This design comes from an exercise in tuning for small area, a short achievable clock period and few clock cycles per item on the open sky130 flow, not from production work. RTL that was checked went through simulation tests only; none was proved equivalent to the original. Power and IR drop assume default switching activity.

v6:
Design t2_header_top, start of the top module:
module t2_header_top (
    input  logic                clk,
    input  logic                rst_n,
    input  logic                zb_valid_i,
    input  t2_pkg::zb_t         zb_data_i,
    output logic                zb_ready_o,
    input  logic                pass_valid_i,
    input  t2_pkg::pass_t       pass_data_i,
    output logic                pass_ready_o,
    output logic                hdr_valid_o,
    output logic                hdr_last_o,
    output t2_pkg::field_t      hdr_data_o,
    output t2_pkg::bit_cnt_t    hdr_bit_cnt_o,
    output logic                hdr_insert_zero_o,
    input  logic                hdr_ready_i
);
    localparam logic [2:0] F_SOP  = 3'd0;
    localparam logic [2:0] F_IDX  = 3'd1;
    localparam logic [2:0] F_CODE = 3'd2;
    localparam logic [2:0] F_ROOT = 3'd4;
    localparam logic [2:0] F_M4   = 3'd5;
    localparam logic [2:0] F_M2   = 3'd6;
    localparam logic [2:0] F_LEAF = 3'd7;
    function automatic logic lt6(input logic [5:0] a, input logic [5:0] b);
        logic [5:0] g, e;
        logic       r, eq;
        g  = ~a & b;
        e  = ~(a ^ b);
        r  = 1'b0;
        eq = 1'b1;
        for (int i = 5; i >= 0; i--) begin
            r  = r | (eq & g[i]);
            eq = eq & e[i];
        end
        lt6 = r;
    endfunction
    logic        full_q;     
    logic        acc;
    logic [6:0]  acnt;       
    logic [6:0]  rcnt;       
    logic [6:0]  rcnt_f;     
    logic [5:0]  rf   [8][8];
    logic [5:0]  m4   [4];
    logic [5:0]  root;
    assign zb_ready_o = !full_q;
    assign acc        = zb_valid_i && !full_q;
    assign rcnt_f     = {~rcnt[6], rcnt[5:0]};
    logic [6:0] acnt_p1;
    logic       lim0, lim1;
    assign acnt_p1 = acnt + 7'd1;
  ...
Size: roughly 2,000 cells after synthesis, about 580 flip-flops, ~0.024 mm² of cells after synthesis.
make LEC_CHECK=0 ABC_AREA=1 CAP_MARGIN=20 CORE_MARGIN=2 CORE_UTILIZATION=55 CTS_CLUSTER_DIAMETER=80 CTS_CLUSTER_SIZE=25 SETUP_SLACK_MARGIN=3.2 SLEW_MARGIN=20 finish   # period 5.5 ns
run.sh (not shown) runs the stock make flow with config.mk's settings and CLKGATE_MAP_FILE= SYNTH_SCRIPT=/design/flow/synth_recipe.tcl, a recipe that flattens the netlist after the stock synthesis.
The flow did not stop early for v6: all stages ran, and the layout cleared the timing, DRC and antenna checks.
#### Input delta (v7 over v6)
- a deleted ABC_AREA that had been 1
Notes after the runs:
- Post-DP HPWL delta (v7 − v6): favourable
- Of v6 and v7, the lower register share of the cell area belongs to v6.
- Between v6 and v7, the highest attainable clock frequency is higher for v6.
No functional check of the RTL was part of any run of this note.

* * *

## job 8229
Another version of the RTL of t2_header_top (not shown whole).
Size: about 1500 cells after synthesis, ~63 I/O pins, roughly 23000 sq um of cells after synthesis.
Settings: LEC_CHECK=0, CAP_MARGIN=20, CORE_MARGIN=2, CORE_UTILIZATION=65, CTS_CLUSTER_DIAMETER=80, CTS_CLUSTER_SIZE=25, SETUP_SLACK_MARGIN=3.2, SLEW_MARGIN=20; clock period 5.5 ns.
Job 8229 has completed all stages; timing, DRC and antenna checks passed.
Testbench counts of job 8229, summed over its fixed seeds: cycles 10,168, packets 64.
### job 8229 -> job 9705
# job 8229
export LEC_CHECK = 0
export CAP_MARGIN = 20
export CORE_MARGIN = 2
export CORE_UTILIZATION = 65
export CTS_CLUSTER_DIAMETER = 80
export CTS_CLUSTER_SIZE = 25
export SETUP_SLACK_MARGIN = 3.2
export SLEW_MARGIN = 20
create_clock -name core_clock -period 5.5 [get_ports {clk}]
# job 9705
export LEC_CHECK = 0
export ABC_AREA = 1
export CAP_MARGIN = 20
export CORE_MARGIN = 2
export CORE_UTILIZATION = 55
export CTS_CLUSTER_DIAMETER = 90
export CTS_CLUSTER_SIZE = 32
export SETUP_SLACK_MARGIN = 3.2
export SLEW_MARGIN = 20
create_clock -name core_clock -period 5.5 [get_ports {clk}]
### Flow results
Relative to job 8229, fraction of final layout cells with drive strength greater than 1 decreased by 0.29 points in job 9705. In the metrics for job 9705 and job 8229, the one carrying the lower average instance area after synthesis is job 9705. Job 9705: number of design-rule violations left by the first detailed-router iteration is 431 lower than what job 8229 reported. Job 9705 against job 8229: synthesized area saw an increase, worst setup slack saw an increase, number of sinks on the clock net saw little to no change.

* * *

== v4 ==
t2_header_top again, from the RTL that the note above started with.
Settings: LEC_CHECK=0, ABC_AREA=1, CAP_MARGIN=20, CORE_MARGIN=2, CORE_UTILIZATION=55, CTS_BUF_LIST=sky130_fd_sc_hd__clkbuf_8 sky130_fd_sc_hd__clkbuf_16, CTS_CLUSTER_DIAMETER=80, CTS_CLUSTER_SIZE=25, SETUP_SLACK_MARGIN=3.2, SLEW_MARGIN=20; clock period 5.5 ns.
v4 finished every stage and its layout cleared the timing, DRC and antenna checks.
Testbench counts of v4, summed over its fixed seeds: cycles 10,168, packets 64.
> inputs changed (v4 -> v53)
- a deleted ABC_AREA that had been 1
- a change of SETUP_SLACK_MARGIN from 3.2 to 3.4
- a deleted CTS_BUF_LIST that had been sky130_fd_sc_hd__clkbuf_8 sky130_fd_sc_hd__clkbuf_16
Notes after the runs:
- v53 went all the way through synthesis, placement and routing and the layout is clean on timing, DRC and antenna.
- On via count, v53 does better than v4.
- Register clock-pin slew on the reported worst setup and hold paths of v4 is on par with v53.
- Utilization (v53 over v4): increase, 1.1 points
- Looking only at cell area, and setting everything else aside, the higher value of v53 and v4 goes to v53.
Relative to v53, the following input files were edited for v1:
- swapping 3.4 for 3.2 in SETUP_SLACK_MARGIN
- putting ABC_CLOCK_PERIOD_IN_PS at 2000 where nothing was set
## What came out
Total number of clock tree sinks: v1 vs v53, no meaningful difference
In v1 relative to v53, number of standard cells in the final layout excluding fillers had gone down slightly.
[compare] base=v53 new=v1: number of buffers inserted by post-CTS setup repair has decreased; non-clock buffer count has decreased; fraction of power consumed by the clock network has decreased; final worst-path setup slack has increased.
Input changes introduced in v22 (baseline for comparison: v1):
- putting ABC_AREA at 1 where nothing was set
- clearing ABC_CLOCK_PERIOD_IN_PS, which used to be 2000
Findings:
v22 went all the way through synthesis, placement and routing and the layout is clean on timing, DRC and antenna. Total routed wirelength: v22 vs v1 down 2.0%. Where maximum clock frequency is concerned, v1 is outperformed by v22. v22 against v1: count of clock buffers in the final design went up by 1, area taken by multi-input logic gates went up by 190 um^2. v22 ended up with simple AND/OR/NAND/NOR gates as its main combinational cell family by area after synthesis; v1 ended up with compound AO/OA/AOI/OAI gates.

* * *

== red ==
t2_header_top, a different RTL version from the one above (not shown whole).
For scale: about 1900 cells after synthesis, ~590 flip-flops, roughly 63 I/O pins, about 24000 sq um of cells after synthesis.
clock: 5.5 ns
lec_check: 0
abc_area: 1
cap_margin: 20
core_margin: 2
core_utilization: 55
cts_cluster_diameter: 80
cts_cluster_size: 25
setup_slack_margin: 3.2
slew_margin: 20
red finished every step from synthesis to the final layout, and the layout passed the timing, DRC and antenna checks.
Testbench counts of red, summed over its fixed seeds: cycles 10,184, packets 64.
Here is what was changed in the inputs of green compared with red.
- ABC_AREA no longer set, was 1
- SETUP_SLACK_MARGIN now 3.3, was 3.2
[summary]
Compared with red, green shows simple logic cell fraction of the synthesized area lower by 6.5 points. In green the critical path buffer and inverter count turned out 1 higher than in red. Going from red to green, the final cycle utilization of the critical path was found to have gone up by 1.8 points. Summary of green over red: aggregate routed wire length now larger; highest clock rate now smaller.

* * *

Another version of the RTL of t2_header_top (not shown whole).
For scale: ~1500 cells after synthesis, roughly 580 flip-flops, ~63 I/O pins, roughly 23000 sq um of cells after synthesis.
clock: 5.5 ns
lec_check: 0
cap_margin: 20
core_margin: 2
core_utilization: 55
cts_cluster_diameter: 80
cts_cluster_size: 25
setup_slack_margin: 3.0
slew_margin: 20
Change:
SETUP_SLACK_MARGIN = 3.2   (was 3.0)
Effect: The changed run finished clean. Clock power increases slightly. Setup slack is worse by 64 ps. Utilization increases by 1.2 points. Global-route usage increases by 0.76 points. Area after synthesis does not change. Total power increases slightly. Cell count increases slightly. Sequential power is about the same. Final area increases by a few percent. Routed wire length increases by a few percent. Synthesized cell count is unchanged.
Function was not checked in any run of this note: the RTL went through the layout flow alone.

what the ideal ports hide:
No port has a modelled driver above. Below, the same layouts with a new extraction and two added sets of constraints. Step 1: set_driving_cell puts a clkbuf_16 on clk and a buf_2 on each other input, an assumption about the parent block. Step 2 adds t to the input delays and takes it off the output delays; t is the mean of the earliest and latest rising clock arrival at the registers after step 1. Input paths then give back, and output paths get back, about the clock's delay inside the block. Three values: ideal, step 1, step 2; two values: the first two.
run | shift t [ns] | setup slack, ns | hold slack, ns | worst setup path at the end | worst data-port slew with drivers (ns)
v6 | 0.665 | 3.214 / 3.153 / 2.617 | 0.391 / 0.356 / 0.502 | input to register | 0.05
v7 | 0.675 | 3.120 / 3.061 / 2.573 | 0.419 / 0.386 / 0.458 | input to register | 0.04
job 8229 | 0.647 | 3.117 / 3.063 / 2.608 | 0.411 / 0.382 / 0.466 | input to register | 0.07
job 9705 | 0.651 | 3.137 / 3.079 / 2.599 | 0.446 / 0.413 / 0.473 | input to register | 0.05
v4 | 0.669 | 3.210 / 3.152 / 2.609 | 0.479 / 0.479 / 0.479 | input to register | 0.05
v53 | 0.675 | 3.134 / 3.077 / 2.603 | 0.400 / 0.371 / 0.462 | input to register | 0.16
v1 | 0.654 | 3.169 / 3.159 / 2.576 | 0.464 / 0.464 / 0.464 | input to register | 0.06
v22 | 0.667 | 3.210 / 3.152 / 2.611 | 0.478 / 0.478 / 0.478 | input to register | 0.05
red | 0.623 | 3.231 / 3.173 / 2.688 | 0.469 / 0.451 / 0.469 | input to register | 0.04
green | 0.656 | 3.132 / 3.074 / 2.678 | 0.344 / 0.310 / 0.450 | input to register | 0.04
the first run of note 5 | 0.654 | 2.776 / 2.776 / 2.384 | 0.379 / 0.353 / 0.458 | input to register | 0.04
the second run of note 5 | 0.659 | 2.711 / 2.711 / 2.331 | 0.413 / 0.380 / 0.458 | input to register | 0.04
After both steps every run listed still meets setup and hold. For v4, which loses most, drivers alone change the setup slack by -0.058 ns; drivers and shift together by -0.601 ns.
